This is an optimization exercise on Yosys and OpenROAD, whose aim is small area, a short achievable clock period and few clock cycles, not a production implementation. RTL that was checked went through simulation tests only; none was proved equivalent to the original. Power and IR drop assume default switching activity.

Design mm2s_cmd_gen, start of the top module:
module mm2s_cmd_gen
#(
  parameter int CORE_INSTR_WIDTH = 64,
  parameter int CORE_CMD_WIDTH   = 80
) (
  input  logic                        clk,
  input  logic                        rst_n,
  input  logic [CORE_INSTR_WIDTH-1:0] s_axis_mm2s_instr_tdata,
  input  logic                        s_axis_mm2s_instr_tvalid,
  output logic                        s_axis_mm2s_instr_tready,
  output logic [CORE_CMD_WIDTH-1:0]   m_axis_mm2s_cmd_tdata,
  output logic                        m_axis_mm2s_cmd_tvalid,
  input  logic                        m_axis_mm2s_cmd_tready
);
For scale: roughly 2,400 cells after synthesis, ~360 flip-flops, ~25,000 µm² of cells after synthesis.
Settings: LEC_CHECK=0, ABC_CLOCK_PERIOD_IN_PS=4000, CAP_MARGIN=20, CORE_MARGIN=2, CORE_UTILIZATION=40, SLEW_MARGIN=20; clock period 11.0 ns.
run.sh (not shown) runs the stock make flow with config.mk's settings and CLKGATE_MAP_FILE= SYNTH_SCRIPT=/design/flow/synth_recipe.tcl, a recipe that flattens the netlist after the stock synthesis.
The first run completed with no timing, DRC or antenna violations.
Rerun with:
ABC_CLOCK_PERIOD_IN_PS = default   (was 4000)
Design area is unchanged.
Hold slack does not change.
Worst setup slack does not change.
Power stays the same.
Function was not checked in any run of this note: the RTL went through the layout flow alone.

* * *

## oak
Another version of the RTL of mm2s_cmd_gen (not shown whole).
For scale: about 2800 cells after synthesis, about 370 flip-flops, roughly 150 I/O pins, roughly 27000 um^2 of cells after synthesis.
clock: 11.0 ns
lec_check: 0
cap_margin: 5
core_margin: 2
core_utilization: 40
cts_buf_list: sky130_fd_sc_hd__clkbuf_8
cts_cluster_diameter: 50
cts_cluster_size: 12
slew_margin: 5
standard.sh (not shown) runs the stock make flow with config.mk's settings and CLKGATE_MAP_FILE= SYNTH_SCRIPT=/design/flow/synth_recipe.tcl, a recipe that flattens the netlist after the stock synthesis.
==> flow/flow/run.sh <==
#!/bin/bash
# Standard layout, with timing repair aiming at 6 ns below the clock period.
set -euo pipefail
bash standard.sh SETUP_SLACK_MARGIN=6 finish > standard_flow.log 2>&1
oak: no failed stages, no open violations at the end
Testbench counts of oak, summed over its fixed seeds: cycles 12,595.
Modified inputs, pine compared to oak
--- a/flow/config.mk
+++ b/flow/config.mk
@@ -8 +8 @@
-export CAP_MARGIN = 5
+export CAP_MARGIN = 20
@@ -14 +14,3 @@
-export SLEW_MARGIN = 5
+export PLACE_DENSITY = 0.8
+export SLEW_MARGIN = 20
+export TNS_END_PERCENT = 5
Notes after the runs:
- Utilization oak -> pine: down
- Final worst slack: pine worse than oak
- In pine the number of signal-net buffers in the layout turned out 32 lower than in oak.
- Run comparison: oak source of the critical timing path y_q[3]$_DFF_P_; pine source of the critical timing path y_q[0]$_DFF_P_
- Per the comparison of pine with oak, number of multi-input logic gates ~0 delta, fraction of area in registers +1.0 points.
Setup changes, pine to birch
--- a/flow/config.mk
+++ b/flow/config.mk
@@ -10,5 +10 @@
-export CORE_UTILIZATION = 40
-export CTS_BUF_LIST = sky130_fd_sc_hd__clkbuf_8
-export CTS_CLUSTER_DIAMETER = 50
-export CTS_CLUSTER_SIZE = 12
-export PLACE_DENSITY = 0.8
+export CORE_UTILIZATION = 60
@@ -16 +11,0 @@
-export TNS_END_PERCENT = 5
[summary]
Taking pine as the reference point, the maximum number of pins on one net before global-route repair of birch rises by 12.
Compared with pine, birch shows a lower register-to-register slack.
pine → birch: overall power after layout increased about 14%, area overhead of the layout relative to synthesis increased 2.7 points, cell count along the critical path increased 2, setup slack decreased 0.092 ns.
The following lists how maple was set up differently from birch:
--- a/flow/config.mk
+++ b/flow/config.mk
@@ -10 +10,5 @@
-export CORE_UTILIZATION = 60
+export CORE_UTILIZATION = 40
+export CTS_BUF_LIST = sky130_fd_sc_hd__clkbuf_8
+export CTS_CLUSTER_DIAMETER = 50
+export CTS_CLUSTER_SIZE = 12
+export PLACE_DENSITY = 0.8
==> comparison <==
- Delta (maple minus birch): number of detailed-route iterations in the first pass now larger, power share of the sequential group moved up, core occupancy in the finished layout now sits lower, final instance area saw a decrease.
- maple vs birch, portion of total power attributed to combinational logic went up by 0.3 points.
- Of birch and maple, birch shows the higher via count of the first global-routing pass, with maple below it.
The inputs of cedar differ from those of maple as listed below.
--- a/flow/config.mk
+++ b/flow/config.mk
@@ -7,0 +8 @@
+export ABC_AREA = 1
@@ -14 +14,0 @@
-export PLACE_DENSITY = 0.8
### Flow results
Delta (cedar minus maple): area of the multi-input gates dropped about 5%, total power density per cell area lower, clock buffer count rose 7, highest ir drop seen on vdd now sits lower.
Pin count of the biggest net entering global routing: cedar vs maple down 20%
Going from maple to cedar, area enclosed by the die boundary increased by 3.0% relative to the old numbers; fraction of standard cell area that is sequential decreased by 0.91 points relative to the old numbers.
On critical path depth in cells: cedar sits below maple.
maple and cedar ended up with roughly the same combined flip-flop and latch cell area.
Min routed wire length across cedar and maple: maple
maple reports its library cell contributing the largest single delay on the critical path as sky130_fd_sc_hd__fa_1 while cedar reports sky130_fd_sc_hd__edfxtp_1.

* * *

Starting RTL as in the previous note.
==> flow/design.v (excerpt) <==
module mm2s_cmd_gen
#(
  parameter int CORE_INSTR_WIDTH = 64,
  parameter int CORE_CMD_WIDTH   = 80
) (
  input  logic                        clk,
  input  logic                        rst_n,
  input  logic [CORE_INSTR_WIDTH-1:0] s_axis_mm2s_instr_tdata,
  input  logic                        s_axis_mm2s_instr_tvalid,
  output logic                        s_axis_mm2s_instr_tready,
  output logic [CORE_CMD_WIDTH-1:0]   m_axis_mm2s_cmd_tdata,
  output logic                        m_axis_mm2s_cmd_tvalid,
  input  logic                        m_axis_mm2s_cmd_tready
);
  localparam logic [3:0] E_IDLE = 4'd0;
  localparam logic [3:0] E_PC   = 4'd1;    
  localparam logic [3:0] E_PW   = 4'd2;    
  localparam logic [3:0] E_PH   = 4'd3;    
  localparam logic [3:0] E_BUB  = 4'd4;    
  localparam logic [3:0] E_E    = 4'd5;    
  localparam logic [3:0] E_D    = 4'd6;    
  localparam logic [3:0] E_D2   = 4'd7;    
  localparam logic [3:0] E_WT   = 4'd8;    
  localparam logic [3:0] E_F1   = 4'd9;    
  localparam logic [3:0] E_F    = 4'd10;   
  wire [63:0] instr = s_axis_mm2s_instr_tdata;
  logic [8:0]  tile_ih_q, tile_iw_q, layer_ih_q, layer_iw_q;
  logic [9:0]  tile_c_q;
  logic [15:0] layer_c_q;
  logic [17:0] layer_iwih_q;
  logic [31:0] fin_baddr_q;
  logic        eom_q;
  logic [3:0]  est_q, est_d;
  logic [1:0]  dg_q, dg_d;      
  logic [15:0] sc_q;           
  logic [8:0]  sw_q, sh_q;     
  logic [9:0]  rc_q;
  logic [8:0]  rh_q, rw_q;
  logic        eol_q, emp_q, wfull_q, hfull_q;
  logic        need_w_q, need_h_q, prev_c_q, prev_w_q, prev_h_q;
  logic [31:0] acc_q;
  logic [17:0] x_q, x_d;
  logic [5:0]  y_q, y_d;
  logic        a1_acc_q, a1_acc6_q, a1_eb6_q, a2_fin_q, a2_sw_q, a2_niw_q;
  logic        a1_acc_d, a1_acc6_d, a1_eb6_d, a2_fin_d, a2_sw_d, a2_niw_d;
  logic        tready_q;
  logic        w_valid_q, w_last_q, w_tl_q;
  logic [31:0] w_addr_q;
  logic [18:0] w_delta_q;
  logic [22:0] w_btt_q;
  logic [8:0]  w_hlen_q, w_hrem_q, w_iw_q;
  logic [9:0]  w_crem_q;
  logic        instr_hs, var_hs, ho, adv, wrap;
  logic [31:0] mac, mac_a1, mac_a2, w_sum;
  ...
export LEC_CHECK = 0
export CAP_MARGIN = 20
export CORE_MARGIN = 2
export CORE_UTILIZATION = 40
export SLEW_MARGIN = 20
create_clock -name core_clock -period 11.0 [get_ports {clk}]
==> flow/flow/run.sh <==
#!/bin/bash
# Standard layout, with timing repair aiming at 5.7 ns below the clock period.
set -euo pipefail
bash standard.sh SETUP_SLACK_MARGIN=5.7 finish > standard_flow.log 2>&1
Testbench counts at the start, summed over its fixed seeds: cycles 12,595.
==> next run, changes <==
==> flow/flow/run.sh (replaced) <==
#!/bin/bash
# Standard layout, with timing repair aiming at 6.2 ns below the clock period.
set -euo pipefail
bash standard.sh SETUP_SLACK_MARGIN=6.2 finish > standard_flow.log 2>&1
- CTS_BUF_LIST: unset -> sky130_fd_sc_hd__clkbuf_8
- CTS_CLUSTER_DIAMETER: unset -> 50
- CTS_CLUSTER_SIZE: unset -> 12
- PLACE_DENSITY: unset -> 0.8
Result:
- The new run produced a clean layout
- routed wire length went down by 3.2%
- clock-buffer cell count stays the same
- area after synthesis does not change
- die area stays the same
- final area went up by 1.7%
==> next run, changes <==
==> flow/flow/run.sh (replaced) <==
#!/bin/bash
# Standard layout, with timing repair aiming at 6 ns below the clock period.
set -euo pipefail
bash standard.sh SETUP_SLACK_MARGIN=6 finish > standard_flow.log 2>&1
- PLACE_DENSITY: 0.8 -> 0.9
Effect: The changed run finished clean; final area drops slightly; synthesized area is unchanged; die area is unchanged; wire length drops slightly; count of clock-buffer cells in the layout drops by 4; total power drops by a few percent; non-clock buffer count drops by 7.
==> next run, changes <==
- ABC_AREA: unset -> 1
- PLACE_DENSITY: 0.9 -> 0.8
The new run finished clean.
Clock-buffer cell count rises by 8.
Via count rises by about 7%.
Power falls by about 10%.
Worst hold slack gets worse by 40 ps.
Sequential cell count is unchanged.
Maximum frequency rises by about 4.5%.
Synthesized cell count rises by 22%.
Wire length rises by 7.1%.

[static timing again, ports no longer ideal]
No port has a modelled driver above. Below, the same layouts with a new extraction and two added sets of constraints.
Step 1: set_driving_cell puts a clkbuf_16 on clk and a buf_2 on each other input, an assumption about the parent block.
Step 2 times the ports against the registers' clock, not the clock port: input delays grow and output delays shrink by t, the midpoint of the rising clock arrivals with the driver on.
a / b / c = ideal / step 1 / step 2; a / b = the first two.
| run | t (ns) | setup slack, ns | cell pins on the clock port's net |
|---|---|---|---|
| the first run of note 1 | 0.627 | 2.393 / 2.393 / 2.393 | 1 |
| the second run of note 1 | 0.627 | 2.393 / 2.393 / 2.393 | 1 |
| oak | 0.757 | 5.897 / 5.897 / 5.448 | 1 |
| pine | 0.718 | 5.835 / 5.835 / 5.350 | 1 |
| birch | 0.640 | 5.743 / 5.743 / 5.544 | 1 |
| maple | 0.718 | 5.988 / 5.988 / 5.409 | 1 |
| cedar | 0.749 | 6.079 / 6.079 / 5.485 | 1 |
| the first run of note 3 | 0.664 | 5.779 / 5.779 / 5.185 | 1 |
| the second run of note 3 | 0.726 | 5.809 / 5.809 / 5.595 | 1 |
| the third run of note 3 | 0.720 | 5.798 / 5.798 / 5.371 | 1 |
| the fourth run of note 3 | 0.744 | 6.024 / 6.024 / 5.361 | 1 |
After both steps every run listed still meets setup and hold. For the fourth run of note 3, which loses most, drivers alone change the setup slack by 0.000 ns; drivers and shift together by -0.663 ns.
